From an optimization exercise on the open Yosys and OpenROAD flow, aimed at small area, a short achievable clock period and few clock cycles; shortcuts taken in it are not production practice. Only simulation tests tie the RTL to the original design; equivalence was not proved. Power is estimated from default activity; no workload was simulated.

Design bias_path_top, start of the top module:
module bias_path_top (
	input  logic                 clk,
	input  logic                 rst,
	input  logic                 cfg_req,
	input  bias_pkg::word_cnt_t  cfg_count,
	input  bias_pkg::bb_addr_t   cfg_addr,
	output logic                 cfg_ack,
	input  logic                 fifo_empty,
	output logic                 fifo_req,
	input  bias_pkg::ddr_word_t  fifo_data,
	input  logic                 rd_req,
	input  bias_pkg::bb_addr_t   rd_addr,
	input  bias_pkg::shift_t     rd_shift,
	output logic                 rd_ack,
	output bias_pkg::bias_vec_t  bias_out
);
==> flow/config.mk <==
export PLATFORM = sky130hd
export DESIGN_NAME = bias_path_top
export DESIGN_NICKNAME = bias_path_top
export VERILOG_FILES = /design/flow/design.v
export SDC_FILE = /design/flow/constraint.sdc
export NUM_CORES = 4
export LEC_CHECK = 0
export CAP_MARGIN = 20
export CORE_MARGIN = 2
export CORE_UTILIZATION = 60
export SETUP_SLACK_MARGIN = 2.0
export SLEW_MARGIN = 20
export SYNTH_HIERARCHICAL = 1
export SYNTH_MEMORY_MAX_BITS = 16384
==> flow/constraint.sdc <==
create_clock -name core_clock -period 5.5 [get_ports {clk}]
set_input_delay 1.1000 -clock core_clock [delete_from_list [all_inputs] [get_ports {clk}]]
set_output_delay 1.1000 -clock core_clock [all_outputs]
set_load 0.01 [all_outputs]
standard.sh (not shown) runs the stock make flow with config.mk's settings and CLKGATE_MAP_FILE= SYNTH_SCRIPT=/design/flow/synth_recipe.tcl, a recipe that flattens the netlist after the stock synthesis.
==> flow/flow/run.sh <==
#!/bin/bash
# The standard layout (standard.sh), with clock tree synthesis told not to
# add dummy loads and to cluster up to 28 flip-flops per leaf buffer.
set -euo pipefail
export CTS_ARGS="-sink_clustering_enable -repair_clock_nets -dont_use_dummy_load -sink_clustering_size 28 -sink_clustering_max_diameter 70"
bash standard.sh finish > standard_flow.log 2>&1
Testbench counts at the start, summed over its fixed seeds: cycles 11,523.
Next try:
==> flow/run.sh (new file) <==
#!/bin/bash
# synth_recipe.tcl (not shown) runs the flow's synth.tcl, then flattens the netlist and writes it again
# the make line also repeats each setting of config.mk as NAME=value (left out here)
make -C /OpenROAD-flow-scripts/flow DESIGN_CONFIG=/design/flow/config.mk WORK_HOME=/design/flow/orfs CLKGATE_MAP_FILE= SYNTH_SCRIPT=/design/flow/synth_recipe.tcl finish
removed: flow/flow/run.sh
removed: flow/standard.sh
Effect: Count of clock-buffer cells in the layout is higher by 736. Cell count is higher by 5.3%. Die area is unchanged. Maximum frequency is lower by 0.91%. Flip-flop and latch count stays the same. Cell area is higher by 6.9%. Worst hold slack gets better by 0.046 ns. Global-route usage is higher by 1.4 points. Synthesized cell count is unchanged. Combinational power is higher by about 3%.

* * *

Setup of job 7165:
bias_path_top, a different RTL version from the one above (not shown whole).
For scale: roughly 220,000 um^2 of cells after synthesis.
Settings: LEC_CHECK=0, CAP_MARGIN=20, CORE_MARGIN=2, CORE_UTILIZATION=65, PLACE_DENSITY=0.7, SETUP_SLACK_MARGIN=2.0, SLEW_MARGIN=20, SYNTH_HIERARCHICAL=1, SYNTH_MEMORY_MAX_BITS=16384; clock period 5.5 ns.
==> flow/flow/run.sh <==
#!/bin/bash
# The standard layout (standard.sh), with clock tree synthesis told not to
# add dummy loads and to cluster up to 28 flip-flops per leaf buffer, the
# port buffers made buf_4 cells, and the read-side ports (rd_*, bias_out)
# placed together as one pin group.
set -euo pipefail
export CTS_ARGS="-sink_clustering_enable -repair_clock_nets -dont_use_dummy_load -sink_clustering_size 28 -sink_clustering_max_diameter 70"
export BUFFER_PORTS_ARGS="-buffer_cell sky130_fd_sc_hd__buf_4"
group="rd_req rd_ack"
for i in 0 1 2 3 4 5 6; do group="$group rd_addr[$i]"; done
for i in 0 1 2 3 4; do group="$group rd_shift[$i]"; done
for i in $(seq 0 79); do group="$group bias_out[$i]"; done
export PLACE_PINS_ARGS="-group_pins {$group}"
bash standard.sh finish > standard_flow.log 2>&1
Testbench counts of job 7165, summed over its fixed seeds: cycles 11,523.
diff inputs: job 7165 => job 3873
- swapping 65 for 50 in CORE_UTILIZATION
- clearing PLACE_DENSITY, which used to be 0.7
==> flow/flow/run.sh <==
#!/bin/bash
# The standard layout (standard.sh), with clock tree synthesis told not to
# add dummy loads and to cluster up to 28 flip-flops per leaf buffer, and the
# port buffers made buf_4 cells.
set -euo pipefail
export CTS_ARGS="-sink_clustering_enable -repair_clock_nets -dont_use_dummy_load -sink_clustering_size 28 -sink_clustering_max_diameter 70"
export BUFFER_PORTS_ARGS="-buffer_cell sky130_fd_sc_hd__buf_4"
bash standard.sh finish > standard_flow.log 2>&1
Results
Job 3873 finished every step from synthesis to the final layout, and the layout passed the timing, design-rule and antenna checks. When the final numbers for job 3873 and job 7165 were put side by side, the met1 usage turned out to be greater in job 7165. Measured against each other, job 3873 and job 7165 differ in minimum period implied by the final worst setup slack, the higher figure coming from job 3873. Compared with job 7165, in job 3873 fmax went down, iteration-0 DRC count of the detailed router went down, overall fraction of global-route tracks in use went down, final area went up, critical path depth went down. The relative area change from synthesis to final layout in job 3873 sits 1.7 points above the value recorded for job 7165. Job 3873 reports its category of the critical setup timing path as register to primary output while job 7165 reports input pin to register. Compared with job 7165, job 3873 shows a higher power share of the clock group.
Input changes introduced in job 9816 (baseline for comparison: job 3873):
==> flow/flow/run.sh <==
#!/bin/bash
# The standard layout (standard.sh), with clock tree synthesis told not to
# add dummy loads and to cluster up to 28 flip-flops per leaf buffer, the
# port buffers made buf_4 cells, and the read-side ports (rd_*, bias_out)
# placed together as one pin group.
set -euo pipefail
export CTS_ARGS="-sink_clustering_enable -repair_clock_nets -dont_use_dummy_load -sink_clustering_size 28 -sink_clustering_max_diameter 70"
export BUFFER_PORTS_ARGS="-buffer_cell sky130_fd_sc_hd__buf_4"
group="rd_req rd_ack"
for i in 0 1 2 3 4 5 6; do group="$group rd_addr[$i]"; done
for i in 0 1 2 3 4; do group="$group rd_shift[$i]"; done
for i in $(seq 0 79); do group="$group bias_out[$i]"; done
export PLACE_PINS_ARGS="-group_pins {$group}"
bash standard.sh finish > standard_flow.log 2>&1
Results
- Job 9816 vs. job 3873: total power higher; routed length per instance rose by 1.6 um; HPWL reported at the end of detailed placement higher; design area barely changed; count of non-CTS buffers in the layout went up by 10.
- Worst path arrival time, job 9816 and job 3873: smaller value in job 3873
- Relative to job 3873, first-pass GRT wire length has increased by 4.1% in job 9816.
The inputs of job 1430 differ from those of job 9816 as listed below.
- changing CORE_UTILIZATION from 50 to 60
## What came out
Overall routing resource usage: job 1430 vs job 9816 up 7.2 points. sky130_fd_sc_hd__dfxtp_2 as the cell at the slowest stage of the critical path was reported by job 9816, and sky130_fd_sc_hd__and2_4 by job 1430. Of the two values seen for origin of the worst setup path, buffer0.lo_exp_q[9][0] was produced by job 9816 and rd_addr[6] by job 1430. Job 9816 completed end to end with timing, DRC and antenna clean. Looking at the reports, job 1430 completed the entire flow and the layout it produced met the timing, design-rule and antenna checks. Switching component of the power: job 1430 lower than job 9816. Changes observed in job 1430 relative to job 9816: clock-buffer cell count decreased about 9%, area occupied by registers essentially unchanged, sequential power essentially unchanged, final setup slack of the worst path increased 0.056 ns, sequential share of layout area increased 0.51 points. Delta (job 1430 minus job 9816): static leakage power essentially unchanged; post-layout minimum cycle time fell by 0.056 ns.

[what the ideal ports hide]
The flow's constraints put no driver on any port. The routed layouts listed below were extracted and timed again, unchanged, in two steps.
Step 1: set_driving_cell puts a clkbuf_16 on clk and a buf_2 on each other input, an assumption about the parent block.
Step 2 moves the port delays by t, midway between the first and last clock arrival at a register: inputs arrive t later, outputs are due t later. That takes back most of the time a late clock gives input paths.
Slacks: ideal / step 1 / step 2; pairs: ideal / step 1.
run	t (ns)	setup slack, ns	hold WS [ns]	slew at the worst register clock pin (ns)	pins driven straight from the clock port
the first run of note 1	1.077	1.736 / 1.621 / 0.908	0.282 / 0.282 / 0.282	0.11 / 0.11	1
the second run of note 1	1.176	1.702 / 1.593 / 0.759	0.329 / 0.329 / 0.329	0.07 / 0.07	1
job 7165	1.057	1.834 / 1.740 / 0.767	0.232 / 0.232 / 0.232	0.11 / 0.11	1
job 3873	1.101	1.726 / 1.609 / 0.911	0.266 / 0.266 / 0.266	0.11 / 0.11	1
job 9816	1.126	1.837 / 1.702 / 0.576	0.280 / 0.262 / 0.280	0.11 / 0.11	1
job 1430	1.091	1.892 / 1.667 / 0.577	0.287 / 0.269 / 0.287	0.11 / 0.11	1
After both steps setup and hold are still met in every run listed. The setup slack of job 1430, which loses most, moves by -0.225 ns with the drivers and by -1.315 ns with both steps.
